Source: an optimization exercise on an open RTL-to-GDS flow (aim: small area, a short achievable clock period and few clock cycles). Production flows keep margins and buffers that such runs may drop. In this exercise RTL edits were held to simulation tests only and were not proved equivalent to the original.

==> flow/design.v, too long to show whole: its modules and the start of the top module <==
// module muldiv_unit_mq: 1052 lines
module muldiv_unit_mq #(
  parameter int XLEN       = 32,
  parameter int HART_ID_W  = 1,
  parameter int REG_ADDR_W = 5
) (
  input  logic                  clk,
  input  logic                  rst_n,
  input  logic                  muldiv_start,
  input  logic [2:0]            muldiv_op,
  input  logic [XLEN-1:0]       muldiv_a,
  input  logic [XLEN-1:0]       muldiv_b,
  input  logic [HART_ID_W-1:0]  muldiv_hart_id,
  input  logic [REG_ADDR_W-1:0] muldiv_rd,
  input  logic                  muldiv_kill,
  input  logic [HART_ID_W-1:0]  muldiv_kill_hart_id,
  output logic                  muldiv_busy,
  output logic                  muldiv_done,
  output logic [XLEN-1:0]       muldiv_result,
  output logic [HART_ID_W-1:0]  muldiv_done_hart_id,
  output logic [REG_ADDR_W-1:0] muldiv_done_rd
);
  // ...
==> flow/run.sh <==
#!/bin/bash
# synth_recipe.tcl (not shown) runs the flow's synth.tcl, then flattens the netlist and writes it again
# the make line also repeats each setting of config.mk as NAME=value (left out here)
make -C /OpenROAD-flow-scripts/flow DESIGN_CONFIG=/design/flow/config.mk WORK_HOME=/design/flow/orfs CLKGATE_MAP_FILE= SYNTH_SCRIPT=/design/flow/synth_recipe.tcl finish
==> flow/config.mk <==
export PLATFORM = sky130hd
export DESIGN_NAME = muldiv_unit_mq
export DESIGN_NICKNAME = muldiv_unit_mq
export VERILOG_FILES = /design/flow/design.v
export SDC_FILE = /design/flow/constraint.sdc
export NUM_CORES = 4
export LEC_CHECK = 0
export ABC_AREA = 1
export CAP_MARGIN = 20
export CORE_MARGIN = 2
export CORE_UTILIZATION = 55
export SETUP_SLACK_MARGIN = 5
export SLEW_MARGIN = 20
==> flow/constraint.sdc <==
create_clock -name core_clock -period 10.0 [get_ports {clk}]
set_input_delay 2.0000 -clock core_clock [delete_from_list [all_inputs] [get_ports {clk}]]
set_output_delay 2.0000 -clock core_clock [all_outputs]
set_load 0.01 [all_outputs]
==> flow_summary.yaml, run 1 <==
outcome:
  status: "no timing/DRC/antenna violations"
synthesis:
  synth_top_family_by_area: "simple AND/OR/NAND/NOR gates"
  yosysSeqAreaShare: 0.166
  synthTopCellsByArea: "fa_1, dfxtp_1, nand2_1"
  ys_ff_latch: 284
  ys_top_cells_by_count: "nand2_1, inv_1, nor2_1"
  ys.flop_type: "dfxtp_1"
  synthXorXnorAreaFrac: 0.0857
global_routing:
  globalRoute.busiestLayer: "met2"
  grt_max_degree: 76
routing:
  wl_met2_mm: 77.3
  wl_met1_mm: 68.7
  vias: 45274
  post_drt_wl_per_cell_um: 28.7
cts:
  numCtsBuffers: 38
  h-tree-depth: 2
  clkLatencyLatePin_ns: 0.61
finish:
  largest_register_ff_count: 64
  reg_top3: "s_q (64), c_q (63), a_q (33)"
  seqCellArea_um2: 6490
  finish.utilization: 0.665
  nonClockBufferCount: 428
  diodes: 13
  top_register: "s_q"
  multiInputGateArea_um2: 29900
worst_setup_path:
  critPathMostFrequentCell: "nand2_2"
  max_stage_delay_ns: 0.59
  reg2reg_depth: 35
  critPathTopFamily: "simple AND/OR/NAND/NOR gates"
  worstSetupEndpoint: "muldiv_busy"
  startpoint_type: "flop"
  crit-reg2reg-launch: "a_q[23]"
  cp_num_cells: 21
  crit_chain: "nor2_2 > buf_4 > nand2_2 > nor2_4 > nand2_2 > inv_4 > nand2_2 > inv_2 > a31oi_4 > nand3b_1 > a21oi_4 > ha_4 > a21oi_4 > nor2_2 > a211oi_2 > nand2_1 > nand2_1 > nand2_2 > nand3_4 > inv_2 > buf_6"
sta:
  whs_ns: 0.325
  finalCritPeriodShare: 0.572
place:
  dp_cells: 6598
  place_ws_ns: 2.54
  dp.final_hpwl_mm: 141
floorplan:
  fp.dieH_um: 270
  initial_core_util: 0.557
  die_w_um: 270
Testbench counts, summed over its fixed seeds: cycles 5,402.
==> inputs of run 2 (changes only) <==
--- a/flow/design.v
+++ b/flow/design.v
@@ -24,17 +24,17 @@
   localparam logic [2:0] ST_M1   = 3'd2;
   localparam logic [2:0] ST_NORM = 3'd3;
   localparam logic [2:0] ST_DIV  = 3'd4;
   logic [2:0]            st_q;
   logic [3:0]            cnt_q;
   logic [2:0]            op_q;
   logic [HART_ID_W-1:0]  hart_q, fhart_q, dhart_q;
   logic [REG_ADDR_W-1:0] rd_q, frd_q, drd_q;
-  logic                  fin_q, fhi_q, done_q;
+  logic                  fin_q, fhi_q, fneg_q, done_q;
   logic [31:0]           res_q;
   logic [32:0]           a_q;      
   logic [31:0]           b_q;      
   logic [63:0]           s_q;      
   logic [63:0]           c_q;      
   logic                  zero_q;   
   logic                  neg_q;    
   logic                  skip_q;   
@@ -946,45 +946,47 @@
   endfunction
   logic [4:0] za, zb;
   logic [5:0] sh;
   logic [4:0] sh2;
   logic       early;
   assign za    = clz(b_q);              
   assign zb    = clz(a_q[31:0]);        
   assign sh    = {1'b0, zb} - {1'b0, za};
-  assign early = zero_q || sh[5];
+  logic [31:0] dpfx, dmask;
+  always_comb begin
+    dpfx = a_q[31:0];
+    for (int d = 1; d < 32; d = d * 2)
+      for (int i = 0; i < 32; i++)
+        if (i + d < 32) dpfx[i] = dpfx[i] | dpfx[i+d];
+    dmask = ~{1'b0, dpfx[31:1]};
+  end
+  assign early = zero_q || ((b_q & dmask) == '0);
   assign sh2   = sh[4:0] | 5'd1;
   logic [33:0] d1, d2;
   logic        q1, q0;
   logic [32:0] r1, r2;
   assign d1 = ksub33(s_q[32:0], a_q);
   assign q1 = d1[33];
   assign r1 = q1 ? d1[32:0] : s_q[32:0];
   assign d2 = ksub33(r1, {1'b0, a_q[32:1]});
   assign q0 = d2[33];
   assign r2 = q0 ? d2[32:0] : r1;
-  logic [31:0] dq, dr, dsel;
-  always_comb begin
-    if (st_q == ST_NORM) begin
-      dq = zero_q ? '1 : '0;
-      dr = b_q;
-    end else begin
-      dq = {b_q[29:0], q1, q0};
-      dr = r2[31:0];
-    end
-    dsel = op_q[1] ? dr : dq;
-  end
   logic        div_mode;
   logic [63:0] s_div;
   assign div_mode = (st_q == ST_NORM) || (st_q == ST_DIV);
   always_comb begin
-    if (last)                 s_div = {neg_q ? ~dsel : dsel, 32'hFFFF_FFFF};
-    else if (st_q == ST_NORM) s_div = {31'd0, 1'b0, b_q};
-    else                      s_div = {31'd0, r2};
+    if (st_q == ST_DIV)
+      s_div = (last && !op_q[1]) ? {32'd0, b_q[29:0], q1, q0} : {31'd0, r2};
+    else if (!early)
+      s_div = {32'd0, b_q};
+    else if (op_q[1])
+      s_div = {32'd0, b_q};                        
+    else
+      s_div = {32'd0, zero_q ? 32'hFFFF_FFFF : 32'd0};
   end
   always_comb begin
     case (st_q)
       ST_M1:   last = 1'b1;
       ST_NORM: last = early;
       ST_DIV:  last = (cnt_q == '0);
       default: last = 1'b0;
     endcase
@@ -1000,24 +1002,25 @@
       if (accept)                 st_q <= in_div ? ST_NORM :
                                          skip_in ? ST_M1 : ST_M0;
       else if (last || kill_cur)  st_q <= ST_IDLE;
       else if (st_q == ST_M0)     st_q <= ST_M1;
       else if (st_q == ST_NORM)   st_q <= ST_DIV;
     end
   end
   logic [63:0] psum;
-  assign psum = s_q + c_q;
+  assign psum = (s_q ^ {32'd0, {32{fneg_q}}}) + c_q;
   always_ff @(posedge clk) begin
     res_q   <= fhi_q ? psum[63:32] : psum[31:0];
     dhart_q <= fhart_q;
     drd_q   <= frd_q;
     fhart_q <= hart_q;
     frd_q   <= rd_q;
-    fhi_q   <= (op_q != 3'd0);
+    fhi_q   <= (op_q[1:0] != 2'd0) && !op_q[2];
+    fneg_q  <= neg_q && op_q[2];
     cnt_q   <= cnt_q - 4'd1;
     s_q     <= div_mode ? s_div : tree_s;
     c_q     <= div_mode ? {63'd0, neg_q} : tree_c;
     case (st_q)
       ST_NORM: begin
         cnt_q <= sh2[4:1];
         a_q   <= {1'b0, a_q[31:0]} << sh2[4:0];
         b_q   <= '0;
==> flow/config.mk (replaced) <==
export PLATFORM = sky130hd
export DESIGN_NAME = muldiv_unit_mq
export DESIGN_NICKNAME = muldiv_unit_mq
export VERILOG_FILES = /design/flow/design.v
export SDC_FILE = /design/flow/constraint.sdc
export NUM_CORES = 4
export LEC_CHECK = 0
export ABC_AREA = 1
export CAP_MARGIN = 20
export CORE_MARGIN = 2
export CORE_UTILIZATION = 40
export SETUP_SLACK_MARGIN = 5
export SLEW_MARGIN = 20
==> flow_summary.yaml, run 2 <==
outcome:
  status: "no timing/DRC/antenna violations"
worst_setup_path:
  path_class: "flop to flop"
  r2r_slack_ns: 4.90
  reg2reg_to: "s_q[23]"
  worstSetupEndpoint: "s_q[23]"
  crit_arrival_ns: 5.58
  crit-reg2reg-launch: "a_q[18]"
  startpoint_type: "flop"
  cp-end-kind: "flop"
  crit_fanout: 14
  startpoint: "a_q[18]"
  cp.required_ns: 10.48
  reg2reg_depth: 14
sta:
  tightestPinTransition_ns: 1.03
  slew_violations: 0
  maxSlewHeadroom: 0.310
  hold_violations: 0
  skew_ns: 0.0560
  fin_ws_ns: 4.90
  fmax_mhz: 196
  rsz0062_at_grt: "true"
  setup_viol: 0
  finalCritPeriodShare: 0.510
  setup_tns_ns: 0
  period_minus_slack_ns: 5.10
finish:
  mostFrequentLayoutCell: "nand2_1"
  fill_cells: 10108
  top_register: "s_q"
  seqCellArea_um2: 6510
  layout-drive-gt1-share: 0.0880
  reg_top3: "s_q (64), c_q (63), a_q (33)"
  fin_cells: 7190
  area_delta_synth_final_pct: 15.6
  multiInputGateArea_um2: 28400
  layout_common_cells: "nand2_1, inv_1, nor2_1"
  largest_register_ff_count: 64
  final_nets: 6434
cts:
  hold_buffers: 0
  h-tree-depth: 2
  numCtsBuffers: 39
  clk_path_buf_depth: 3
  clkLatencyLatePin_ns: 0.65
  cts_tree: "built"
  cts_num_sinks: 285
  root_buffer: "clkbuf_16"
  cts.clk_slew.worst_paths_ns: 0.07
synthesis:
  ys_ff_latch: 285
  mappedNetlistArea_um2: 38800
  synth_compound_area_frac: 0.175
  synthTopCellsByArea: "fa_1, nand2_1, dfxtp_1"
  synth_top_area_cell: "fa_1"
  synth-async-reset-ratio: 0.0175
  synth_edf_count: 77
  synthCells: 5796
  ys_top_cells_by_count: "nand2_1, inv_1, nor2_1"
  synthSimpleGateAreaFrac: 0.234
  synth-adder-area-share: 0.208
  synth_mux_area_frac: 0.000807
  synth_top_area_share: 0.145
  synth_top_family_by_area: "simple AND/OR/NAND/NOR gates"
  ys.flop_type: "dfxtp_1"
  post-synth-top-count-cell: "nand2_1"
  synthXorXnorAreaFrac: 0.0938
  ys_warn_count: 2
  syn-num-nets: 6349
  yosysSeqAreaShare: 0.168
  syn_avg_cell_area_um2: 6.69
  post_synth_num_cell_types: 57
routing:
  drc: 0
  firstDrtPassIters: 7
  via_per_inst: 5.87
  routed_wl_mm: 190
  post_drt_wl_per_cell_um: 26.5
  drtIter0Drc: 5224
  vias: 42235
  ant_nets: 0
floorplan:
  die_w_um: 315
  initial_core_util: 0.402
  design.core.area_um2: 96400
  fp.dieH_um: 315
  fp-row-count: 114
  io_pins: 118
  die_area_um2: 99400
global_routing:
  first_global_vias: 40112
  grt-ovfl-total: 0
  grt_usage: 0.372
  antenna_found_initial: 9
  grt_pass1_wl_mm: 272
  grt_max_degree: 73
worst_hold_path:
  hold_class: "flop to flop"
  min_path_cells: 0
place:
  dp_cells: 7006
  gp_congestion: 1.03
  io_buffers: 117
  place_ws_ns: 3.99
  dp.final_hpwl_mm: 143
run:
  drv_cap: 0
## run 2: repair_timing
action | 4_1_cts | 5_1_grt
gates resized for setup | 170 | 215
buffers inserted | 64 | 38
endpoints found under the setup margin | 70 | 99
pin swaps | 17 | 39
cloned | 5 | 3
hold endpoints to repair | 0 | 0
## run 2: metrics by stage
step | util | hold slack [ns] | area, um2
2_1_floorplan | - | 0.310 | 38800
3_3_place_gp | 0.427 | 0.310 | 41100
3_5_place_dp | 0.427 | 0.312 | 41100
4_1_cts | 0.453 | 0.326 | 43700
5_1_grt | 0.465 | 0.333 | 44800
6_report | 0.465 | 0.326 | 44800
## run 2: worst min path at each step
stage	startpoint	to	slack [ns]
floorplan	frd_q[0]	drd_q[0]	0.31
global placement	frd_q[4]	drd_q[4]	0.31
detailed placement	frd_q[4]	drd_q[4]	0.31
CTS	frd_q[4]	drd_q[4]	0.33
global route	frd_q[3]	drd_q[3]	0.33
finish	frd_q[4]	drd_q[4]	0.33
## run 2: cell type report
cell class,instances,area share
sequential,285,0.145
tap,1276,0.0356
clock inverter,25,0.00723
inverter,954,0.0818
multi-input combinational,4279,0.634
clock buffer,47,0.0234
timing repair buffer,321,0.0729
antenna,2,0.000112
timing repair inverter,1,0.0000837
## run 2: cell families after synthesis
logic type / count (synthesis)
mux: 3
buf+inv: 1232
xor+xnor: 415
fa+ha+maj: 475
simple gates: 2183
compound gates: 1203
flops: 285
## run 2: routing by layer
| layer | routed length, um | vias to the layer above | GRT usage |
|---|---|---|---|
| met5 | 36 | - | 0 |
| met4 | 16200 | 6 | 0.263 |
| met1 | 72000 | 19941 | 0.470 |
| li1 | - | 18980 | - |
| met2 | 82100 | 2662 | 0.574 |
| met3 | 19900 | 646 | 0.0689 |
## run 2: worst max-delay path, stage by stage, from the launching register on
cell      delay [ns]
edfxtp_1        0.54
inv_4           0.20
buf_12          0.15
buf_4           0.33
o22ai_1         0.16
xor2_1          0.19
fa_1            0.54
inv_1           0.05
fa_1            0.51
fa_1            0.45
fa_1            0.53
inv_1           0.06
fa_1            0.52
o21ai_0         0.63
a21oi_1         0.07
Testbench counts of run 2, summed over its fixed seeds: cycles 5,401.
==> inputs of run 3 (changes only) <==
--- a/flow/config.mk
+++ b/flow/config.mk
@@ -9,5 +9,6 @@
 export CAP_MARGIN = 20
 export CORE_MARGIN = 2
 export CORE_UTILIZATION = 40
+export CTS_BUF_LIST = sky130_fd_sc_hd__clkbuf_8
 export SETUP_SLACK_MARGIN = 5
 export SLEW_MARGIN = 20
==> flow_summary.yaml, run 3 <==
sta:
  rsz0062_at_grt: "true"
  tightestPinTransition_ns: 1.04
  setup_viol: 0
  finalCritPeriodShare: 0.513
  fmax_mhz: 195
  slew_violations: 0
  period_minus_slack_ns: 5.13
  skew_ns: 0.0660
  hold_violations: 0
  whs_ns: 0.327
  maxSlewHeadroom: 0.302
  setup_tns_ns: 0
cts:
  cts.clk_slew.worst_paths_ns: 0.06
  cts_tree: "built"
  numCtsBuffers: 57
  clk_path_buf_depth: 3
  cts_num_sinks: 285
  clkLatencyLatePin_ns: 0.81
  h-tree-depth: 2
  hold_buffers: 0
  root_buffer: "clkbuf_8"
routing:
  routed_wl_mm: 191
  ant_nets: 0
  via_per_inst: 5.88
  vias: 42634
  drtIter0Drc: 5281
  drc: 0
  firstDrtPassIters: 7
  post_drt_wl_per_cell_um: 26.4
finish:
  top_register: "s_q"
  area_delta_synth_final_pct: 16.8
  finish.utilization: 0.469
  largest_register_ff_count: 64
  layout-drive-gt1-share: 0.0971
  fin_cells: 7253
  mostFrequentLayoutCell: "nand2_1"
  reg_top3: "s_q (64), c_q (63), a_q (33)"
  final_nets: 6478
  layout_common_cells: "nand2_1, inv_1, nor2_1"
  fill_cells: 10110
synthesis:
  synth-async-reset-ratio: 0.0175
  mappedNetlistArea_um2: 38800
  synthCells: 5796
  yosysSeqAreaShare: 0.168
  synth_edf_count: 77
  synthTopCellsByArea: "fa_1, nand2_1, dfxtp_1"
  ys.flop_type: "dfxtp_1"
  synth_top_area_share: 0.145
  ys_ff_latch: 285
  ys_top_cells_by_count: "nand2_1, inv_1, nor2_1"
  ys_warn_count: 2
  post-synth-top-count-cell: "nand2_1"
  post_synth_num_cell_types: 57
  syn-num-nets: 6349
  syn_avg_cell_area_um2: 6.69
  synth_top_area_cell: "fa_1"
place:
  dp_cells: 7006
  io_buffers: 117
  dp.final_hpwl_mm: 143
  gp_congestion: 1.03
worst_setup_path:
  crit_fanout: 18
  path_class: "flop to primary output"
  cp-end-kind: "primary output"
  cp.required_ns: 8.00
  startpoint_type: "flop"
  crit_arrival_ns: 3.13
floorplan:
  design.core.area_um2: 96400
  io_pins: 118
  fp.dieH_um: 315
  die_area_um2: 99400
  die_w_um: 315
  fp-row-count: 114
  initial_core_util: 0.402
global_routing:
  grt_max_degree: 73
  grt_pass1_wl_mm: 274
  grt-ovfl-total: 0
  grt_usage: 0.375
  first_global_vias: 40570
  antenna_found_initial: 9
run:
  drv_cap: 0
outcome:
  status: "no timing/DRC/antenna violations"
worst_hold_path:
  hold_class: "flop to flop"
## run 3: cell counts after synthesis
No cell type changed its count.
## run 3: cell type report
class / count / area (um2) / share of cell area
Timing Repair Buffer: 346 / 3500 / 0.0773
Clock inverter: 36 / 573 / 0.0127
Tap cell: 1276 / 1600 / 0.0353
Timing Repair inverter: 2 / 17.5 / 0.000387
Clock buffer: 71 / 977 / 0.0216
Multi-Input combinational cell: 4279 / 28400 / 0.628
Antenna cell: 4 / 10.0 / 0.000221
Sequential cell: 285 / 6510 / 0.144
Inverter: 954 / 3670 / 0.0810
## run 3: layer usage
layer  global-route usage  part of all wire  vias to the layer above
li1                     -                 -                    19072
met3               0.0792              0.11                      717
met4                0.265             0.088                        6
met5                    0           0.00019                        -
met1                0.468              0.37                    20113
met2                0.575              0.43                     2726
## run 3: worst paths after layout
path / from / to / slack (ns) / cells after the start
worst max-delay path: a_q[18] / muldiv_busy / 4.87 / 15
worst min-delay path: frd_q[4] / drd_q[4] / 0.33 / 0
worst max register to register: a_q[21] / s_q[23] / 4.96 / 16
worst min register to register: frd_q[4] / drd_q[4] / 0.33 / 0
max in group asynchronous: rst_n / st_q[2] / 8.29 / 1
min in group asynchronous: rst_n / done_q / 1.49 / 1
## run 3: cells by family (layout without fill, tap and decap cells)
| group | after synthesis | after routing | synth area share |
|---|---|---|---|
| buffers and inverters | 1232 | 1409 | 0.122 |
| flip-flops | 285 | 285 | 0.168 |
| adder cells (fa/ha/maj) | 475 | 475 | 0.208 |
| AND/OR/NAND/NOR | 2183 | 2183 | 0.234 |
| other | 0 | 4 | 0 |
| AO/OA/AOI/OAI | 1203 | 1203 | 0.175 |
| multiplexers | 3 | 3 | 0.000807 |
| XOR/XNOR | 415 | 415 | 0.0938 |
## run 3: critical path, stage by stage, from the launching register on
cell and delay [ns]:
edfxtp_1 0.53, inv_4 0.20, buf_12 0.25, nand3_1 0.17, nor2_1 0.18, nand4_1 0.14
nand2_1 0.09, clkinv_1 0.05, nand2_1 0.10, nor2_4 0.06, nand3_2 0.08, nand2_4 0.08
nand2_4 0.08, nand3_4 0.12, inv_2 0.11, buf_6 0.10
## run 3: stage by stage
stage               cell area [um2]  setup slack [ns]
detailed placement            41100              3.99
floorplan                     38800              5.19
global route                  45300              4.81
CTS                           44000              4.78
global placement              41100              4.05
finish                        45300              4.87
## run 3: what timing repair did
| action | 4_1_cts | 5_1_grt |
|---|---|---|
| setup buffers | 85 | 41 |
| gates cloned | 3 | 7 |
| endpoints found under the setup margin | 68 | 96 |
| resized for setup | 164 | 219 |
| pin swaps | 21 | 40 |
==> inputs of run 4 (changes only) <==
--- a/flow/config.mk
+++ b/flow/config.mk
@@ -9,6 +9,5 @@
 export CAP_MARGIN = 20
 export CORE_MARGIN = 2
 export CORE_UTILIZATION = 40
-export CTS_BUF_LIST = sky130_fd_sc_hd__clkbuf_8
-export SETUP_SLACK_MARGIN = 5
+export SETUP_SLACK_MARGIN = 4.6
 export SLEW_MARGIN = 20
==> flow_summary.yaml, run 4 <==
worst_setup_path:
  crit_fanout: 26
  crit_arrival_ns: 5.94
  reg2reg_depth: 13
  crit-reg2reg-launch: "bctl_q[5]"
  crit_path_top_delay_cell: "a21oi_1"
  critPathMostFrequentCell: "fa_1"
  startpoint_type: "flop"
  r2r_slack_ns: 4.63
  crit_chain: "buf_4 > inv_1 > xor2_1 > fa_1 > fa_1 > fa_1 > fa_1 > inv_1 > fa_1 > nor2_1 > a21oi_1 > nand2_1 > inv_1"
  max_stage_delay_ns: 0.68
  cp-end-kind: "flop"
  startpoint: "bctl_q[5]"
  path_class: "flop to flop"
  cp.required_ns: 10.57
cts:
  root_buffer: "clkbuf_16"
  h-tree-depth: 2
  clkLatencyLatePin_ns: 0.65
  cts.clk_slew.worst_paths_ns: 0.07
  hold_buffers: 0
  cts_num_sinks: 285
  numCtsBuffers: 39
  clk_path_buf_depth: 3
  cts_tree: "built"
synthesis:
  synth_top_area_share: 0.145
  ys.flop_type: "dfxtp_1"
  post_synth_num_cell_types: 57
  post-synth-top-count-cell: "nand2_1"
  syn_avg_cell_area_um2: 6.69
  synth-async-reset-ratio: 0.0175
  ys_top_cells_by_count: "nand2_1, inv_1, nor2_1"
  synthCells: 5796
  synthTopCellsByArea: "fa_1, nand2_1, dfxtp_1"
  syn-num-nets: 6349
  mappedNetlistArea_um2: 38800
  yosysSeqAreaShare: 0.168
  ys_warn_count: 2
  ys_ff_latch: 285
  synth_edf_count: 77
  synth_top_area_cell: "fa_1"
finish:
  layout_common_cells: "nand2_1, inv_1, nor2_1"
  top_register: "s_q"
  finish.utilization: 0.450
  largest_register_ff_count: 64
  fin_cells: 7147
  area_delta_synth_final_pct: 12.0
  layout-drive-gt1-share: 0.0576
  reg_top3: "s_q (64), c_q (63), a_q (33)"
  mostFrequentLayoutCell: "nand2_1"
  final_nets: 6390
sta:
  skew_ns: 0.0556
  finalCritPeriodShare: 0.537
  setup_viol: 0
  rsz0062_at_grt: "true"
  fmax_mhz: 186
  slew_violations: 0
  period_minus_slack_ns: 5.37
  setup_tns_ns: 0
  maxSlewHeadroom: 0.314
  hold_violations: 0
  tightestPinTransition_ns: 1.03
routing:
  routed_wl_mm: 187
  drtIter0Drc: 5226
  post_drt_wl_per_cell_um: 26.2
  vias: 41939
  firstDrtPassIters: 9
  drc: 0
  via_per_inst: 5.87
  ant_nets: 0
floorplan:
  initial_core_util: 0.402
  die_area_um2: 99400
  io_pins: 118
  die_w_um: 315
  fp.dieH_um: 315
  fp-row-count: 114
  design.core.area_um2: 96400
global_routing:
  grt_usage: 0.368
  grt_pass1_wl_mm: 269
  first_global_vias: 39882
  antenna_found_initial: 11
  grt_max_degree: 73
  grt-ovfl-total: 0
place:
  dp_cells: 7006
  dp.final_hpwl_mm: 143
  gp_congestion: 1.03
  io_buffers: 117
worst_hold_path:
  hold_class: "flop to flop"
  min_path_cells: 0
  hp-start: "frd_q[4]"
outcome:
  status: "no timing/DRC/antenna violations"
run:
  drv_cap: 0
-- run 4: cell counts after synthesis --
No cell type changed its count.
-- run 4: cells by family after synthesis --
| group | share of synthesized area |
|---|---|
| simple gates | 0.234 |
| buf+inv | 0.122 |
| compound gates | 0.175 |
| fa+ha+maj | 0.208 |
| xor+xnor | 0.0938 |
| flops | 0.168 |
| mux | 0.000807 |
-- run 4: worst paths after layout --
check | end
min | drd_q[4]
min in group asynchronous | fin_q
max | s_q[17]
max in group asynchronous | done_q
max reg2reg | s_q[17]
min reg2reg | drd_q[4]
-- run 4: cell type report --
cell class,instances,area (um2)
clock buffer,47,1050
fill,10240,53000
inverter,954,3620
multi-input combinational,4279,27800
antenna,3,7.51
clock inverter,25,324
tap,1276,1600
timing repair buffer,276,2530
timing repair inverter,2,13.8
sequential,285,6500
-- run 4: worst max-delay path, delay by kind of cell, from the launching register on --
| kind | cells | cell delay (ns) |
|---|---|---|
| AOI/OAI and AO/OA | 1 | 0.68 |
| xor gates and xnor gates | 1 | 0.31 |
| adders and majority gates | 5 | 2.61 |
| buffers and inverters | 4 | 1.11 |
| DFF | 1 | 0.31 |
| and+or+nand+nor | 2 | 0.26 |
-- run 4: layer usage --
metal	up-vias	wire (um)	global-route usage
li1	18877	-	-
met1	19794	70400	0.462
met2	2585	80600	0.569
met3	673	20100	0.0720
met4	10	16100	0.257
met5	-	60	0
-- run 4: what timing repair did --
| action | CTS | global route |
|---|---|---|
| pin swaps | 9 | 7 |
| endpoints found under the setup margin | 52 | 68 |
| gates resized for setup | 64 | 58 |
| setup buffers | 36 | 27 |
| cloned | 0 | 3 |
-- run 4: per-stage QoR --
stage	worst slack, ns	hold slack [ns]	area [um2]
2_1_floorplan	5.19	0.310	38800
3_3_place_gp	4.05	0.310	41100
3_5_place_dp	3.99	0.312	41100
4_1_cts	4.47	0.326	43000
5_1_grt	4.53	0.333	43400
6_report	4.63	0.326	43400

-- port drivers added, routing unchanged --
How much do the figures lean on ideal ports? The routed layouts below were timed once more, with nothing changed but the port constraints.
Step 1 (the two cells are an assumption about what drives the block):
set clk [get_ports {clk}]
set_driving_cell -lib_cell sky130_fd_sc_hd__clkbuf_16 $clk
set_driving_cell -lib_cell sky130_fd_sc_hd__buf_2 [delete_from_list [all_inputs] $clk]
Step 2 adds t to the input delays and takes it off the output delays; t is the mean of the earliest and latest rising clock arrival at the registers after step 1. Input paths then give back, and output paths get back, about the clock's delay inside the block.
a / b / c = ideal ports / drivers / drivers and shift; a / b = the first two.
| run | t, ns | setup slack, ns | latest minus earliest clock arrival (ns) | pins driven straight from the clock port |
|---|---|---|---|---|
| run 1 | 0.665 | 4.283 / 4.211 / 4.505 | 0.041 / 0.041 | 1 |
| run 2 | 0.696 | 4.904 / 4.904 / 4.397 | 0.057 / 0.056 | 1 |
| run 3 | 0.843 | 4.875 / 4.806 / 4.278 | 0.068 / 0.069 | 1 |
| run 4 | 0.684 | 4.631 / 4.631 / 4.249 | 0.057 / 0.057 | 1 |
After both steps every run listed still meets setup and hold. The setup slack of run 3, which loses most, moves by -0.069 ns with the drivers and by -0.597 ns with both steps.
